From an optimization exercise on the open Yosys and OpenROAD flow, aimed at small area; shortcuts taken in it are not production practice. The RTL was checked by simulation tests, not by an equivalence proof against the original design. Power is estimated from default activity; no workload was simulated.

[flow/config.mk]
export PLATFORM = sky130hd
export DESIGN_NAME = bssl_top
export DESIGN_NICKNAME = bssl_top
export VERILOG_FILES = /design/flow/design.v
export SDC_FILE = /design/flow/constraint.sdc
export NUM_CORES = 4
export LEC_CHECK = 0
export CAP_MARGIN = 20
export CORE_MARGIN = 2
export CORE_UTILIZATION = 40
export SLEW_MARGIN = 20
[flow/run.sh]
#!/bin/bash
# synth_recipe.tcl (not shown) runs the flow's synth.tcl, then flattens the netlist and writes it again
# the make line also repeats each setting of config.mk as NAME=value (left out here)
make -C /OpenROAD-flow-scripts/flow DESIGN_CONFIG=/design/flow/config.mk WORK_HOME=/design/flow/orfs CLKGATE_MAP_FILE= SYNTH_SCRIPT=/design/flow/synth_recipe.tcl finish
[flow/design.v]
package bssl_pkg;
  localparam int DEPTH       = 16;
  localparam int MAX_RESULTS = 16;
  localparam int NRES        = (DEPTH < MAX_RESULTS) ? DEPTH : MAX_RESULTS;
  localparam int IDX_W       = $clog2(DEPTH);
  localparam int CNT_W       = $clog2(DEPTH + 1);
  localparam int RANK_W      = 4;
  localparam int TAG_W       = 64;
  localparam int SCORE_W     = 32;
  localparam int STAMP_W     = 32;
  localparam logic CMD_INSERT = 1'b0;
  localparam logic CMD_READ   = 1'b1;
  localparam logic ST_OK   = 1'b0;
  localparam logic ST_FULL = 1'b1;
  typedef struct packed {
    logic                      cmd;
    logic [TAG_W-1:0]          entry_tag;
    logic signed [SCORE_W-1:0] new_score;
    logic [STAMP_W-1:0]        stamp;
  } in_req_t;
  typedef struct packed {
    logic                      status;
    logic                      valid_res;
    logic [RANK_W-1:0]         rank;
    logic [TAG_W-1:0]          tag_out;
    logic signed [SCORE_W-1:0] score_out;
    logic [STAMP_W-1:0]        stamp_out;
    logic                      last;
  } out_res_t;
  typedef struct packed {
    logic do_insert;
    logic rd_start;
    logic rd_next;
  } dp_cmd_t;
  typedef struct packed {
    logic out_free;
    logic multi;
    logic rd_last;
  } dp_status_t;
endpackage
module bssl_ctrl (
  input  logic                    clk,
  input  logic                    rst_n,
  input  logic                    in_valid,
  input  logic                    in_cmd,
  output logic                    in_stall,
  input  bssl_pkg::dp_status_t    st,
  output bssl_pkg::dp_cmd_t       cmd
);
  typedef enum logic {IDLE, READ} state_t;
  state_t state_r, state_nxt;
  logic   accept;
  assign accept = (state_r == IDLE) && in_valid && st.out_free;
  always_comb begin
    state_nxt    = state_r;
    cmd          = '0;
    in_stall     = 1'b1;
    unique case (state_r)
      IDLE: begin
        in_stall = !st.out_free;
        if (accept) begin
          if (in_cmd == bssl_pkg::CMD_READ) begin
            cmd.rd_start = 1'b1;
            if (st.multi) state_nxt = READ;
          end else begin
            cmd.do_insert = 1'b1;
          end
        end
      end
      READ: begin
        if (st.out_free) begin
          cmd.rd_next = 1'b1;
          if (st.rd_last) state_nxt = IDLE;
        end
      end
      default: state_nxt = IDLE;
    endcase
  end
  always_ff @(posedge clk) begin
    if (!rst_n) begin
      state_r <= IDLE;
    end else begin
      state_r <= state_nxt;
    end
  end
endmodule
module bssl_dp (
  input  logic                    clk,
  input  logic                    rst_n,
  input  bssl_pkg::in_req_t       req,
  input  bssl_pkg::dp_cmd_t       cmd,
  output bssl_pkg::dp_status_t    st,
  output logic                    out_valid,
  input  logic                    out_stall,
  output bssl_pkg::out_res_t      out_res
);
  localparam int D = bssl_pkg::DEPTH;
  localparam int IW = bssl_pkg::IDX_W;
  localparam int CW = bssl_pkg::CNT_W;
  logic [bssl_pkg::TAG_W-1:0]          tags_r   [D];
  logic signed [bssl_pkg::SCORE_W-1:0] scores_r [D];
  logic [bssl_pkg::STAMP_W-1:0]        stamps_r [D];
  logic [CW-1:0]      fill_r, fill_nxt;
  logic [IW-1:0]      rd_idx_r, rd_idx_nxt;
  logic               out_valid_r, out_valid_nxt;
  bssl_pkg::out_res_t out_r, out_nxt;
  logic [D-1:0]  gt, gt_prev, hit;
  logic [IW-1:0] pos, rd_sel;
  logic          full;
  logic [CW-1:0] n_res;
  logic          load;
  assign full  = (fill_r == CW'(D));
  assign n_res = (fill_r > CW'(bssl_pkg::NRES)) ? CW'(bssl_pkg::NRES) : fill_r;
  always_comb begin
    pos = '0;
    for (int i = 0; i < D; i++) begin
      gt[i] = (CW'(i) < fill_r) && (scores_r[i] > req.new_score);
    end
    gt_prev = {gt[D-2:0], 1'b1};
    for (int i = 0; i < D; i++) begin
      hit[i] = !gt[i] && gt_prev[i];
      if (hit[i]) pos = pos | IW'(i);
    end
  end
  assign rd_sel = cmd.rd_start ? '0 : rd_idx_r;
  assign st.out_free = !out_valid_r || !out_stall;
  assign st.multi    = (n_res > CW'(1));
  assign st.rd_last  = ((CW'(rd_idx_r) + CW'(1)) == n_res);
  assign load = cmd.do_insert || cmd.rd_start || cmd.rd_next;
  always_comb begin
    out_nxt       = out_r;
    fill_nxt      = fill_r;
    rd_idx_nxt    = rd_idx_r;
    out_valid_nxt = out_valid_r && out_stall;
    if (load) out_valid_nxt = 1'b1;
    if (cmd.do_insert) begin
      out_nxt = '0;
      out_nxt.last = 1'b1;
      if (full) begin
        out_nxt.status = bssl_pkg::ST_FULL;
      end else begin
        out_nxt.status    = bssl_pkg::ST_OK;
        out_nxt.valid_res = 1'b1;
        out_nxt.rank      = bssl_pkg::RANK_W'(pos);
        out_nxt.tag_out   = req.entry_tag;
        out_nxt.score_out = req.new_score;
        out_nxt.stamp_out = req.stamp;
        fill_nxt          = fill_r + CW'(1);
      end
    end else if (cmd.rd_start || cmd.rd_next) begin
      out_nxt.status    = bssl_pkg::ST_OK;
      out_nxt.valid_res = (fill_r != '0);
      out_nxt.rank      = bssl_pkg::RANK_W'(rd_sel);
      out_nxt.tag_out   = tags_r[rd_sel];
      out_nxt.score_out = scores_r[rd_sel];
      out_nxt.stamp_out = stamps_r[rd_sel];
      if (cmd.rd_start) begin
        out_nxt.last = !st.multi;
        rd_idx_nxt   = IW'(1);
      end else begin
        out_nxt.last = st.rd_last;
        rd_idx_nxt   = rd_idx_r + IW'(1);
      end
      if (fill_r == '0) begin
        out_nxt.tag_out   = '0;
        out_nxt.score_out = '0;
        out_nxt.stamp_out = '0;
      end
    end
  end
  always_ff @(posedge clk) begin
    if (cmd.do_insert && !full) begin
      for (int i = 0; i < D; i++) begin
        if (hit[i]) begin
          tags_r[i]   <= req.entry_tag;
          scores_r[i] <= req.new_score;
          stamps_r[i] <= req.stamp;
        end
      end
      for (int i = 1; i < D; i++) begin
        if (!gt[i] && !hit[i]) begin
          tags_r[i]   <= tags_r[i-1];
          scores_r[i] <= scores_r[i-1];
          stamps_r[i] <= stamps_r[i-1];
        end
      end
    end
  end
  always_ff @(posedge clk) begin
    out_r    <= out_nxt;
    rd_idx_r <= rd_idx_nxt;
    if (!rst_n) begin
      fill_r      <= '0;
      out_valid_r <= 1'b0;
    end else begin
      fill_r      <= fill_nxt;
      out_valid_r <= out_valid_nxt;
    end
  end
  assign out_valid = out_valid_r;
  assign out_res   = out_r;
endmodule
module bounded_sorted_score_list (
  input  logic                  clk,
  input  logic                  rst_n,
  input  logic                  in_valid,
  output logic                  in_stall,
  input  bssl_pkg::in_req_t     in_req,
  output logic                  out_valid,
  input  logic                  out_stall,
  output bssl_pkg::out_res_t    out_res
);
  bssl_pkg::dp_cmd_t    cmd;
  bssl_pkg::dp_status_t st;
  bssl_ctrl u_ctrl (
    .clk      (clk),
    .rst_n    (rst_n),
    .in_valid (in_valid),
    .in_cmd   (in_req.cmd),
    .in_stall (in_stall),
    .st       (st),
    .cmd      (cmd)
  );
  bssl_dp u_dp (
    .clk       (clk),
    .rst_n     (rst_n),
    .req       (in_req),
    .cmd       (cmd),
    .st        (st),
    .out_valid (out_valid),
    .out_stall (out_stall),
    .out_res   (out_res)
  );
endmodule
module bssl_top (
  input  logic        clk,
  input  logic        rst_n,
  input  logic        in_valid,
  output logic        in_stall,
  input  logic        in_cmd,
  input  logic [63:0] in_tag,
  input  logic [31:0] in_score,
  input  logic [31:0] in_stamp,
  output logic        out_valid,
  input  logic        out_stall,
  output logic        out_status,
  output logic        out_valid_res,
  output logic [3:0]  out_rank,
  output logic [63:0] out_tag,
  output logic [31:0] out_score,
  output logic [31:0] out_stamp,
  output logic        out_last
);
  bssl_pkg::in_req_t  req;
  bssl_pkg::out_res_t res;
  assign req.cmd       = in_cmd;
  assign req.entry_tag = in_tag;
  assign req.new_score = in_score;
  assign req.stamp     = in_stamp;
  bounded_sorted_score_list u_list (
    .clk       (clk),
    .rst_n     (rst_n),
    .in_valid  (in_valid),
    .in_stall  (in_stall),
    .in_req    (req),
    .out_valid (out_valid),
    .out_stall (out_stall),
    .out_res   (res)
  );
  assign out_status    = res.status;
  assign out_valid_res = res.valid_res;
  assign out_rank      = res.rank;
  assign out_tag       = res.tag_out;
  assign out_score     = res.score_out;
  assign out_stamp     = res.stamp_out;
  assign out_last      = res.last;
endmodule
[flow/constraint.sdc]
create_clock -name core_clock -period 10.0 [get_ports {clk}]
set_input_delay 2.0000 -clock core_clock [delete_from_list [all_inputs] [get_ports {clk}]]
set_output_delay 2.0000 -clock core_clock [all_outputs]
set_load 0.01 [all_outputs]
==> notes.md <==
==> kinds of logic (layout without fill, tap and decap cells) <==
logic type      Yosys count  after routing
compound gates         1871           1871
other cells               0             19
xor+xnor                  5              5
flops                  2194           2194
fa+ha+maj               515            515
simple gates           1231           1231
buf+inv                 725            976
mux                    1594           1594
==> cell usage in the layout, fill, tap and decap left out, drive strengths merged, types with 10 or more instances in the layout <==
cell,count
a211oi,12
a21boi,10
a21o,55
a21oi,218
a221o,101
a221oi,215
a222oi,122
a22o,135
a22oi,338
a31oi,14
and4,17
buf,187
bufinv,31
clkbuf,288
clkdlybuf4s50,269
clkinv,106
diode,19
edfxtp,2186
ha,515
inv,86
mux2,1580
mux2i,14
nand2,738
nand2b,17
nand3,42
nand4,232
nor2,78
nor2b,22
nor3,19
nor4,24
o211ai,22
o21ai,454
o221ai,130
==> worst max-delay path by stage <==
stage,from,endpoint,slack [ns],cells past startpoint
detailed placement,in_score[5],u_list.u_dp.stamps_r[5][29],2.07,12
CTS,in_score[5],u_list.u_dp.scores_r[5][7],3.03,12
global placement,in_score[31],u_list.u_dp.tags_r[4][58],1.35,12
floorplan,in_score[9],u_list.u_dp.scores_r[4][0],0.06,10
global route,in_score[27],u_list.u_dp.tags_r[3][27],2.78,12
finish,in_score[5],u_list.u_dp.scores_r[5][7],2.87,12
==> layout make-up <==
type	instances	area, µm²
Fill cell	24900	153000
Sequential cell	2194	65800
Clock buffer	288	6220
Tap cell	3743	4680
Inverter	76	285
Antenna cell	19	47.5
Timing Repair Buffer	456	5010
Multi-Input combinational cell	5216	44300
Clock inverter	156	1740
==> power by group through the flow <==
stage	combinational (mW)	clock, mW	sequential [mW]
after floorplan	1.12	0	11.0
after global placement	2.07	0	11.1
after detailed placement	2.10	0	11.1
after CTS	2.11	9.30	10.9
after global routing	2.27	9.63	10.9
final	2.16	9.23	10.9
==> stage by stage <==
stage | setup slack, ns | power, mW
after floorplan | 0.0615 | 12.1
after global placement | 1.35 | 13.1
after detailed placement | 2.07 | 13.2
after CTS | 3.03 | 22.3
after global routing | 2.78 | 22.8
final | 2.87 | 22.3
==> sequential cells by signal (all words and copies together), names as in the netlist <==
| name | flops |
|---|---|
| u_list.u_ctrl.state_r | 1 |
| u_list.u_dp.stamps_r | 512 |
| u_list.u_dp.fill_r | 5 |
| u_list.u_dp.out_r | 135 |
| u_list.u_dp.rd_idx_r | 4 |
| u_list.u_dp.scores_r | 512 |
| u_list.u_dp.out_valid_r | 1 |
| u_list.u_dp.tags_r | 1024 |
==> metal layers <==
metal	vias to the layer above	track usage [%]	part of all wire [%]
li1	33000	-	-
met1	41900	41.4	39
met2	6242	47.0	44
met3	1154	6.09	12
met4	42	13.8	5.1
met5	-	0	0.059
==> critical path: cells and delay by family <==
family                   cells  cell delay [ns]
multiplexers                 2             0.75
AO/OA/AOI/OAI                5             1.87
AND/OR/NAND/NOR              1             0.84
buffers and inverters        3             1.84
adder cells (fa/ha/maj)      1             0.39
==> impl_results.md <==
- Run status: timing/DRC/antenna clean
- Power Density: approximately 170 nW/µm²
- Worst hold slack: between 0.5 and 0.6 ns
- Vias per cell: 6.78
- Sequential Power Share: about half
- First-pass GRT wire length: 627000 µm
- RSZ-0062 raised after global routing: no
- CTS tree: built
- Post-route setup TNS: 0 ns
- Period utilization: 71.3%
- Most frequent CP cell: mux2_2
- H-tree depth: 4
- Synth area leader: edfxtp_1
- Clock Path Buffers: 4
- Post-synth EDFFs: about 2200
- Sw frac: 25.6%
- Row cnt: between 150 and 200
- Mux cell area share after synthesis: 16.1%
- Post-route ant nets: 0
- Worst-Margin Slew: 1.33 ns
- R2R depth: 10
- Yosys warns: 5
- Area share of the largest cell type after synthesis: about three fifths
- CP max stage delay: 0.92 ns
- Total Routed Length: 452000 µm
- Logic pwr share: 9.7%
- Total GRT Usage: 30.5%
- Post-synthesis adder-cell area fraction: under 10%
- Vias in the first global route: roughly 80000
- Leak Pwr: 45.0 nW
- Net switching power: 5.70 mW
- Clock power frac: 41.4%
- Syn Area/Cell: around 14 µm²
- Port Buffers: 269
- Initial Util: 40.1%
- Total grt overflow: 0
- CP max-delay cell: a221oi_1
- Reg clk slew, reported paths: around 0.060 ns
- Ys async rst share: 0%
- Most frequent cell after synthesis: edfxtp_1
- Finished Cell Area: about 130000 µm²
- Postcts setup bufs: 0
- Cts repair resizes: 0
- Routed via count: ~82000
- Flop-to-flop setup slack: approximately 4.7 ns
- Synth area leaders: edfxtp_1, mux2_2, ha_1, nand2_1, a22oi_1
- Peak supply drop: 0.150 mV
- Hold path startpoint: u_list.u_dp.out_r[0]
- Crit-path max FO: 35
- Die width: 535 µm
- Worst skew pair latency: 0.95 ns
- Worst reg2reg startpoint: u_list.u_dp.scores_r[8][15]
- Clock Sinks: 2194
- Final Hold Viols: 0
- WL per Instance: about 37 µm
- Post-DP Area: 120000 µm²
- DP HPWL: approximately 250000 µm
- Core Region: 282000 µm²
- Hold Path End: u_list.u_dp.out_r[0]
- CTS Buf Count: 240
- Pin count of the biggest net entering global routing: around 100
- Placed cells: 11700
- P_int: 16.6 mW
- # hold bufs at CTS: 0
- Share of cells above drive strength 1: between 20% and 30%
- CP Data Arrival Time: 7.76 ns
- GPL Wtd Cong: 0.963
- Post-synthesis cell area: between 100000 and 150000 µm²
- Worst slew margin: between 10% and 20%
- Drt first pass iters: 10
- Cell Count, Final, Fillers Out: ~12000
- CP required: 10.64 ns
- Top Ports: 270
- DRC errors left: 0
- Synth Instances: 8135
- Crit Path Category: in2reg
- Largest family of logic cells by synthesized area: multiplexers
- First DRT Iteration DRCs: about 13000
- # Max-Cap Violations: 0
- P&R area growth vs syn: 13.4%
- Total Nets Final: 8832
- Crit-path cells: clkdlybuf4s50_1 > inv_1 > ha_1 > a21oi_1 > o21ai_0 > a221o_1 > a221oi_1 > o211ai_1 > mux2_2 > nand3_4 > buf_4 > mux2_2
- Post-Synth Simple-Gate Area: under 10%
- Synthesized net count: 8783
- Initial antenna violation count: 46
- Final setup vio count: 0
- R2r endpoint: u_list.u_dp.tags_r[8][37]
- Die Y: 535 µm
- Fmax: 0.140 GHz
- Post-synthesis sequential area ratio: 58.2%
- Worst Setup Start Kind: input port
- Complex-gate fraction of the synthesized area: between 10% and 20%
- Pins Over Slew Limit: 0
- Xor and xnor area share after synthesis: 0.0388%
- Minimum clock period: 7.13 ns
- Clk_skew: 0.0838 ns
- Synth Register Bits: approximately 2200
- Hold crit path type: reg2reg
- Most instantiated cells after synthesis: edfxtp_1, mux2_2, nand2_1
- CP Capture Type: flop
- Synth unique cells: 73
- Die footprint: between 200000 and 300000 µm²
- Ys flop type: edfxtp_1
- Root Driver: clkbuf_16
- Util after Layout: 45.5%
- Hold Path Cell Cnt: 2

what the ideal ports hide:
Ports are ideal in the flow. The routed layout listed here was re-timed in OpenROAD.
Step 1 (the two cells are an assumption about what drives the block):
set clk [get_ports {clk}]
set_driving_cell -lib_cell sky130_fd_sc_hd__clkbuf_16 $clk
set_driving_cell -lib_cell sky130_fd_sc_hd__buf_2 [delete_from_list [all_inputs] $clk]
Step 2 times the ports against the registers' clock, not the clock port: input delays grow and output delays shrink by t, the midpoint of the rising clock arrivals with the driver on.
a / b / c = ideal / step 1 / step 2; a / b = the first two.
shift t [ns]: 1.005
setup slack, ns: 2.873 / 2.819 / 1.814
worst setup path after step 2: input to register
After both steps this run still meets setup and hold. The setup slack of this run moves by -0.054 ns with the drivers and by -1.059 ns with both steps.
